From an optimization exercise on the open Yosys and OpenROAD flow, aimed at small area, a short achievable clock period and few clock cycles; shortcuts taken in it are not production practice.
Function was checked by simulation only, so behaviour that the tests miss may differ from the original.
Power figures rest on the tool's default switching activity, not on a simulated workload.

[config.mk]
export PLATFORM = sky130hd
export DESIGN_NAME = emem_ctrl
export DESIGN_NICKNAME = emem_ctrl
export VERILOG_FILES = /design/flow/design.v
export SDC_FILE = /design/flow/constraint.sdc
export NUM_CORES = 4
export LEC_CHECK = 0
export CAP_MARGIN = 20
export CORE_MARGIN = 2
export CORE_UTILIZATION = 30
export PLACE_DENSITY = 0.5
export SLEW_MARGIN = 20
[constraint.sdc]
create_clock -name core_clock -period 8.0 [get_ports {wr_clk}]
set_input_delay 1.6000 -clock core_clock [delete_from_list [all_inputs] [get_ports {wr_clk}]]
set_output_delay 1.6000 -clock core_clock [all_outputs]
set_load 0.01 [all_outputs]
[design.v]
package emem_pkg;
  localparam int idx_w = 5;
  localparam int addr_w = 7;
  localparam int num_banks = 4;
  localparam int block_bytes = 32;
  localparam int data_bytes = block_bytes - 1;
  localparam logic [7:0] saved_byte = 8'h00;
  localparam logic [7:0] erased_byte = 8'hff;
endpackage
`timescale 1ns/1ps
module emem_program #(
  parameter int NUM_BANKS = emem_pkg::num_banks,
  parameter int CNT_W = $clog2(NUM_BANKS + 1)
) (
  input  logic                                   wr_clk,
  input  logic                                   reset,
  input  logic                                   wr_start,
  input  logic                                   rd_start,
  input  logic [emem_pkg::data_bytes*8-1:0]      em_data,
  input  logic                                   rd_busy,
  input  logic [CNT_W-1:0]                       bank_count,
  output logic                                   prog_we,
  output logic [6:0]                             prog_addr,
  output logic [7:0]                             prog_data,
  output logic                                   save_commit,
  output logic                                   wr_busy,
  output logic                                   wr_done
);
  localparam int BANK_W = emem_pkg::addr_w - emem_pkg::idx_w;
  localparam logic [4:0] MARKER_OFF = 5'(emem_pkg::block_bytes - 1);
  typedef enum logic [1:0] {
    st_idle,
    st_write,
    st_commit,
    st_skip
  } state_t;
  state_t                                state;
  logic                                  wr_accept;
  logic                                  bank_full;
  logic [BANK_W-1:0]                     wr_bank;
  logic [4:0]                            wr_off;
  logic [emem_pkg::data_bytes*8-1:0]     snap;
  assign wr_accept = wr_start && !rd_start && !rd_busy && (state == st_idle);
  assign bank_full = (bank_count == CNT_W'(NUM_BANKS));
  always_ff @(posedge wr_clk or negedge reset)
  begin
    if (!reset)
    begin
      state   <= st_idle;
      wr_bank <= '0;
      wr_off  <= '0;
    end
    else
    begin
      case (state)
        st_idle:
        begin
          if (wr_accept)
          begin
            wr_bank <= bank_count[BANK_W-1:0];
            wr_off  <= '0;
            state   <= bank_full ? st_skip : st_write;
          end
        end
        st_write:
        begin
          if (wr_off == MARKER_OFF)
            state <= st_commit;
          else
            wr_off <= wr_off + 5'd1;
        end
        default:
        begin
          state <= st_idle;
        end
      endcase
    end
  end
  always_ff @(posedge wr_clk)
  begin
    if (wr_accept)
      snap <= em_data;
  end
  assign prog_we   = (state == st_write);
  assign prog_addr = {wr_bank, wr_off};
  assign prog_data = (wr_off == MARKER_OFF) ? emem_pkg::saved_byte : snap[wr_off*8 +: 8];
  assign save_commit = (state == st_commit);
  assign wr_done     = (state == st_commit) || (state == st_skip);
  assign wr_busy     = (state != st_idle);
endmodule
`timescale 1ns/1ps
module emem_array #(
  parameter int NUM_BANKS = emem_pkg::num_banks
) (
  input  logic       wr_clk,
  input  logic       em_clear,
  input  logic       prog_we,
  input  logic [6:0] prog_addr,
  input  logic [7:0] prog_data,
  input  logic [6:0] rd_addr,
  output logic [7:0] rd_data
);
  localparam int DEPTH = NUM_BANKS * emem_pkg::block_bytes;
  logic [7:0] cells [DEPTH];
  always_ff @(posedge wr_clk)
  begin
    if (em_clear)
    begin
      for (int i = 0; i < DEPTH; i++)
        cells[i] <= emem_pkg::erased_byte;
    end
    else if (prog_we)
      cells[prog_addr] <= cells[prog_addr] & prog_data;
  end
  always_ff @(posedge wr_clk)
  begin
    rd_data <= cells[rd_addr];
  end
endmodule
`timescale 1ns/1ps
module emem_restore #(
  parameter int NUM_BANKS = emem_pkg::num_banks,
  parameter int CNT_W = $clog2(NUM_BANKS + 1)
) (
  input  logic             wr_clk,
  input  logic             reset,
  input  logic             rd_start,
  input  logic             wr_busy,
  input  logic             save_commit,
  input  logic [7:0]       rd_data,
  output logic [6:0]       rd_addr,
  output logic [CNT_W-1:0] bank_count,
  output logic             rd_busy,
  output logic             rd_done,
  output logic             init_load,
  output logic [4:0]       init_index,
  output logic [7:0]       init_data,
  output logic [CNT_W-1:0] em_bank,
  output logic             em_full
);
  localparam int BANK_W = emem_pkg::addr_w - emem_pkg::idx_w;
  localparam logic [4:0] MARKER_OFF = 5'(emem_pkg::block_bytes - 1);
  localparam logic [4:0] LAST_OFF = 5'(emem_pkg::data_bytes - 1);
  typedef enum logic [2:0] {
    st_idle,
    st_scan_rd,
    st_scan_chk,
    st_replay,
    st_drain,
    st_done
  } state_t;
  state_t              state;
  logic                rd_accept;
  logic                marker_ok;
  logic                scan_end;
  logic [CNT_W-1:0]    scan_cnt;
  logic [CNT_W-1:0]    scan_next;
  logic [CNT_W-1:0]    found;
  logic [CNT_W-1:0]    found_last;
  logic [BANK_W-1:0]   rep_bank;
  logic [4:0]          rep_off;
  logic                pipe_vld;
  logic [4:0]          pipe_idx;
  assign rd_accept = rd_start && !wr_busy && (state == st_idle);
  assign marker_ok  = (rd_data == emem_pkg::saved_byte);
  assign scan_next  = scan_cnt + CNT_W'(1);
  assign scan_end   = !marker_ok || (scan_next == CNT_W'(NUM_BANKS));
  assign found      = marker_ok ? scan_next : scan_cnt;
  assign found_last = found - CNT_W'(1);
  always_ff @(posedge wr_clk or negedge reset)
  begin
    if (!reset)
    begin
      state    <= st_idle;
      scan_cnt <= '0;
      rep_bank <= '0;
      rep_off  <= '0;
    end
    else
    begin
      case (state)
        st_idle:
        begin
          if (rd_accept)
          begin
            scan_cnt <= '0;
            state    <= st_scan_rd;
          end
        end
        st_scan_rd:
          state <= st_scan_chk;
        st_scan_chk:
        begin
          if (!scan_end)
          begin
            scan_cnt <= scan_next;
            state    <= st_scan_rd;
          end
          else if (found == '0)
            state <= st_done;
          else
          begin
            rep_bank <= found_last[BANK_W-1:0];
            rep_off  <= '0;
            state    <= st_replay;
          end
        end
        st_replay:
        begin
          if (rep_off == LAST_OFF)
            state <= st_drain;
          else
            rep_off <= rep_off + 5'd1;
        end
        st_drain:
        begin
          if (!pipe_vld)
            state <= st_done;
        end
        default:
          state <= st_idle;
      endcase
    end
  end
  always_ff @(posedge wr_clk or negedge reset)
  begin
    if (!reset)
      bank_count <= '0;
    else if ((state == st_scan_chk) && scan_end)
      bank_count <= found;
    else if (save_commit)
      bank_count <= bank_count + CNT_W'(1);
  end
  always_ff @(posedge wr_clk or negedge reset)
  begin
    if (!reset)
    begin
      pipe_vld  <= 1'b0;
      init_load <= 1'b0;
    end
    else
    begin
      pipe_vld  <= (state == st_replay);
      init_load <= pipe_vld;
    end
  end
  always_ff @(posedge wr_clk)
  begin
    pipe_idx   <= rep_off;
    init_index <= pipe_idx;
    init_data  <= rd_data;
  end
  assign rd_addr = (state == st_replay) ? {rep_bank, rep_off} :
                                          {scan_cnt[BANK_W-1:0], MARKER_OFF};
  assign rd_busy = (state != st_idle);
  assign rd_done = (state == st_done);
  assign em_bank = bank_count;
  assign em_full = (bank_count == CNT_W'(NUM_BANKS));
endmodule
`timescale 1ns/1ps
module emem_ctrl #(
  parameter int NUM_BANKS = emem_pkg::num_banks
) (
  input  logic          wr_clk,
  input  logic          reset,
  input  logic          em_clear,
  input  logic          rd_start,
  input  logic          wr_start,
  input  logic [247:0]  em_data,
  output logic          rd_busy,
  output logic          wr_busy,
  output logic          rd_done,
  output logic          wr_done,
  output logic          init_load,
  output logic [4:0]    init_index,
  output logic [7:0]    init_data,
  output logic [2:0]    em_bank,
  output logic          em_full
);
  localparam int CNT_W = $clog2(NUM_BANKS + 1);
  logic               prog_we;
  logic [6:0]         prog_addr;
  logic [7:0]         prog_data;
  logic [6:0]         rd_addr;
  logic [7:0]         rd_data;
  logic [CNT_W-1:0]   bank_count;
  logic               save_commit;
  emem_program #(
    .NUM_BANKS   (NUM_BANKS),
    .CNT_W       (CNT_W)
  ) u_program (
    .wr_clk      (wr_clk),
    .reset       (reset),
    .wr_start    (wr_start),
    .rd_start    (rd_start),
    .em_data     (em_data),
    .rd_busy     (rd_busy),
    .bank_count  (bank_count),
    .prog_we     (prog_we),
    .prog_addr   (prog_addr),
    .prog_data   (prog_data),
    .save_commit (save_commit),
    .wr_busy     (wr_busy),
    .wr_done     (wr_done)
  );
  emem_array #(
    .NUM_BANKS   (NUM_BANKS)
  ) u_array (
    .wr_clk      (wr_clk),
    .em_clear    (em_clear),
    .prog_we     (prog_we),
    .prog_addr   (prog_addr),
    .prog_data   (prog_data),
    .rd_addr     (rd_addr),
    .rd_data     (rd_data)
  );
  emem_restore #(
    .NUM_BANKS   (NUM_BANKS),
    .CNT_W       (CNT_W)
  ) u_restore (
    .wr_clk      (wr_clk),
    .reset       (reset),
    .rd_start    (rd_start),
    .wr_busy     (wr_busy),
    .save_commit (save_commit),
    .rd_data     (rd_data),
    .rd_addr     (rd_addr),
    .bank_count  (bank_count),
    .rd_busy     (rd_busy),
    .rd_done     (rd_done),
    .init_load   (init_load),
    .init_index  (init_index),
    .init_data   (init_data),
    .em_bank     (em_bank),
    .em_full     (em_full)
  );
endmodule
[run.sh]
#!/bin/bash
# synth_recipe.tcl (not shown) runs the flow's synth.tcl, then flattens the netlist and writes it again
# the make line also repeats each setting of config.mk as NAME=value (left out here)
make -C /OpenROAD-flow-scripts/flow DESIGN_CONFIG=/design/flow/config.mk WORK_HOME=/design/flow/orfs CLKGATE_MAP_FILE= SYNTH_SCRIPT=/design/flow/synth_recipe.tcl finish
==> summary.txt <==
## per-stage QoR
stage | setup slack, ns | std cells | utilization (%) | hold slack [ns] | area (µm²)
after floorplan | 1.55 | 5625 | - | 0.310 | 64400
after global placement | 1.67 | 8463 | 33.0 | 0.311 | 70700
after detailed placement | 2.45 | 8464 | 33.1 | 0.314 | 70700
after CTS | 2.42 | 8746 | 35.4 | 0.328 | 75800
after global routing | 2.17 | 8755 | 35.5 | 0.337 | 75900
final | 2.13 | 8765 | 35.5 | 0.327 | 75900
## layer usage
metal	track usage (%)	vias up	routed length (µm)
met1	33.9	27200	112000
met2	40.9	4178	134000
met3	8.93	1038	38600
met5	0.593	-	303
li1	-	21700	-
met4	18.4	20	23300
## state kept, by name, summed over array words and instances, names as in the netlist, 3 cells and up
signal and cells:
u_array.cells 1024, u_array.rd_data 8, u_program.snap 248, u_program.wr_off 5, u_restore.bank_count 3, u_restore.init_data 8, u_restore.init_index 5, u_restore.pipe_idx 5
u_restore.rep_off 5, u_restore.scan_cnt 3, u_restore.state 3
## cell usage in the layout (no fill, tap or decap), types with 103 or more instances in the layout
cell type / instances
a21oi_1: 129
a221oi_1: 105
a22oi_1: 314
buf_4: 214
clkbuf_16: 157
clkdlybuf4s50_1: 273
edfxtp_1: 1272
mux2_2: 103
mux2i_1: 206
nand2_1: 1477
nand3_1: 152
nor2_1: 195
o21ai_0: 144
o221ai_1: 111
or2_2: 133
## worst paths after layout
check	startpoint	depth (start not counted)	slack [ns]	to
max reg2reg	u_program.wr_off[1]	10	2.13	u_array.cells[108][2]
max in group asynchronous	reset	2	6.38	u_program.wr_off[2]
max	u_program.wr_off[1]	10	2.13	u_array.cells[108][2]
min reg2reg	u_restore.pipe_idx[1]	0	0.33	u_restore.init_index[1]
min in group asynchronous	reset	2	1.20	u_restore.init_load
min	u_restore.pipe_idx[1]	0	0.33	u_restore.init_index[1]
## kinds of logic (layout without fill, tap and decap cells)
family / after synthesis / after routing / synth area share [%]
simple gates: 2156 / 2156 / 14.2
other cells: 0 / 17 / 0
fa+ha+maj: 9 / 9 / 0.175
xor+xnor: 10 / 10 / 0.136
mux: 354 / 354 / 6.55
buf+inv: 525 / 810 / 3.64
flops: 1325 / 1325 / 61.2
compound gates: 1246 / 1246 / 14.1
## final cells by class
type                    instances  share of cell area (%)
inverters                      17                  0.0857
diodes                         17                  0.0561
clock inverters                83                    1.13
clock buffers                 199                    5.47
multi-input cells            3775                    30.3
well taps                    2838                    4.68
repair buffers                511                    6.37
flip-flops and latches       1325                    51.9
## power by group through the flow
stage               Clock, µW  Combinational (µW)  Sequential (µW)
finish                   7210               11000             8180
global route             7480               11000             8200
CTS                      7230               10400             8170
detailed placement          0               10400             8310
global placement            0               10400             8310
floorplan                   0                5700             8100
## worst register-to-register path, delay by kind of cell (launching register included)
kind,cells,cell delay (ns)
buffers and inverters,3,1.39
flip-flops,1,0.84
AO/OA/AOI/OAI,3,1.67
AND/OR/NAND/NOR,4,1.68
==> metrics.md <==
| Metric | Value |
|---|---|
| Status | finished clean |
| Root buf cell | clkbuf_16 |
| Antenna viol nets, final | 0 |
| Wire per inst | 35.2 µm |
| Seq/Total Area, Yosys | 61.2% |
| Clock Skew | 0.0480 ns |
| Post-route clock period utilization | 73.4% |
| Area of the multi-input gates | 23,000 µm² |
| Cell taking the most area after synthesis | edfxtp_1 |
| Clk pwr share | 27.4% |
| Synthesized instance count | 5,625 |
| Worst Path Required | 8.52 ns |
| Final Hold Viols | 0 |
| FP Rows | 170 |
| Hold_buf cts | 0 |
| Fillers | 21,100 |
| Mapped cell area | 64,300 µm² |
| CP max stage delay | 0.84 ns |
| H-tree levels | 4 |
| Register share of total power | 31.0% |
| Vias | 54,200 |
| CP endpoint kind | register |
| Yosys cell types | 74 |
| Data arrival time of the worst path | 6.39 ns |
| Share of post-route cells with drive strength above 1 | 13.6% |
| Clock transition at path regs | 0.06 ns |
| PnR Total Power | 26,300 µW |
| GRT overflow | 0 |
| Worst Tran Pin Value | 1.35 ns |
| Post-route minimum period | 5.87 ns |
| Nets | 6,047 |
| CTS tree | done |
| Area grow syn2layout | 17.9% |
| CTS Buffer Depth | 3 |
| Starting density of the core | 30.1% |
| P_leak | 0.0216 µW |
| Internal power | 14,400 µW |
| Max Clock Freq | 170 MHz |
| # DRC | 0 |
| Top fanout value on the critical path | 42 |
| Vias in the first global route | 51,400 |
| DR pass1 iterations | 9 |
| Setup TNS | 0 ns |
| Die height | 467 µm |
| Final setup viols | 0 |
| Core Area | 214,000 µm² |
| Pwr/cell area | 347 nW/µm² |
| Clock latency on the worst-skew pair | 0.85 ns |
| First-pass GRT wire length | 421 mm |
| Sequential cell area | 39,400 µm² |
| Ys async rst share | 2.04% |
| Synth cell count leaders | nand2_1, edfxtp_1, a22oi_1 |
| Syn Nets | 5,887 |
| Vias per inst | 6.18 |
| Worst path top cell family by delay | simple AND/OR/NAND/NOR gates |
| Buf+Inv Stages, Crit Path | 3 |
| Post-synth EDFFs | 1,272 |
| Synthesis Warnings | 3 |
| Slowest-stage cell, CP | dfrtp_4 |
| Die width | 467 µm |
| Peak VDD IR | 0.671 mV |
| Boundary pin count | 275 |
| RSZ-0062 raised after global routing | false |
| DPL Wire Length | 200 mm |
| Slew headroom | 10.3% |
| Top FF cell, synth | edfxtp_1 |
| Resized Gates After CTS | 0 |
| Die footprint | 218,000 µm² |
| CP Cell Sequence | buf_4 -> and3b_4 -> buf_12 -> a22oi_1 -> a41oi_1 -> or4_1 -> nor3_1 -> a311o_2 -> buf_4 -> nand2_1 |
| Slew Limit Fails | 0 |
| Crit-path most repeated cell | buf_4 |
| Yosys top cell area share | 59.4% |
| Routed WL | 309 mm |
| Antenna violations before repair | 26 |
| Sw power | 11,900 µW |
| Count leader, synth | nand2_1 |
| Total CTS buffers | 155 |
| Postcts setup bufs | 0 |
| Starting DRT DRC Count | 8,406 |
| Setup CP Type | reg2reg |
| Clk sink count | 1,325 |
| Tot GR Track Use | 27.5% |
| GPL Wtd Cong | 0.961 |
| Buffers on Ports | 274 |
| Avg Cell Area, Syn | 11.4 µm² |
| Startpoint types | register |
| Largest net degree at the start of global routing | 198 |
| Hold WC Path Type | reg2reg |
| #FFs+latches synth | 1,325 |
| Sw Ratio | 45.3% |
| Max-cap violation count | 0 |
| Top post-synthesis cells by area | edfxtp_1, nand2_1, a22oi_1 |
| Comb pwr share | 41.6% |
Testbench counts, summed over its fixed seeds: cycles 28,409.

-- port drivers added, routing unchanged --
No port has a modelled driver above. Below, the same layout with a new extraction and two added sets of constraints. Step 1, drivers: a clkbuf_16 drives wr_clk and a buf_2 each remaining input, both assumed. Step 2 times the ports against the registers' clock, not the clock port: input delays grow and output delays shrink by t, the midpoint of the rising clock arrivals with the driver on. Slacks: ideal / step 1 / step 2; pairs: ideal / step 1.
t (ns): 0.922
slack for setup (ns): 2.131 / 2.131 / 2.131
worst hold slack (ns): 0.327 / 0.327 / 0.327
pins driven straight from the clock port: 1
After both steps setup and hold are still met in this run. For this run, drivers alone change the setup slack by 0.000 ns; drivers and shift together by 0.000 ns.
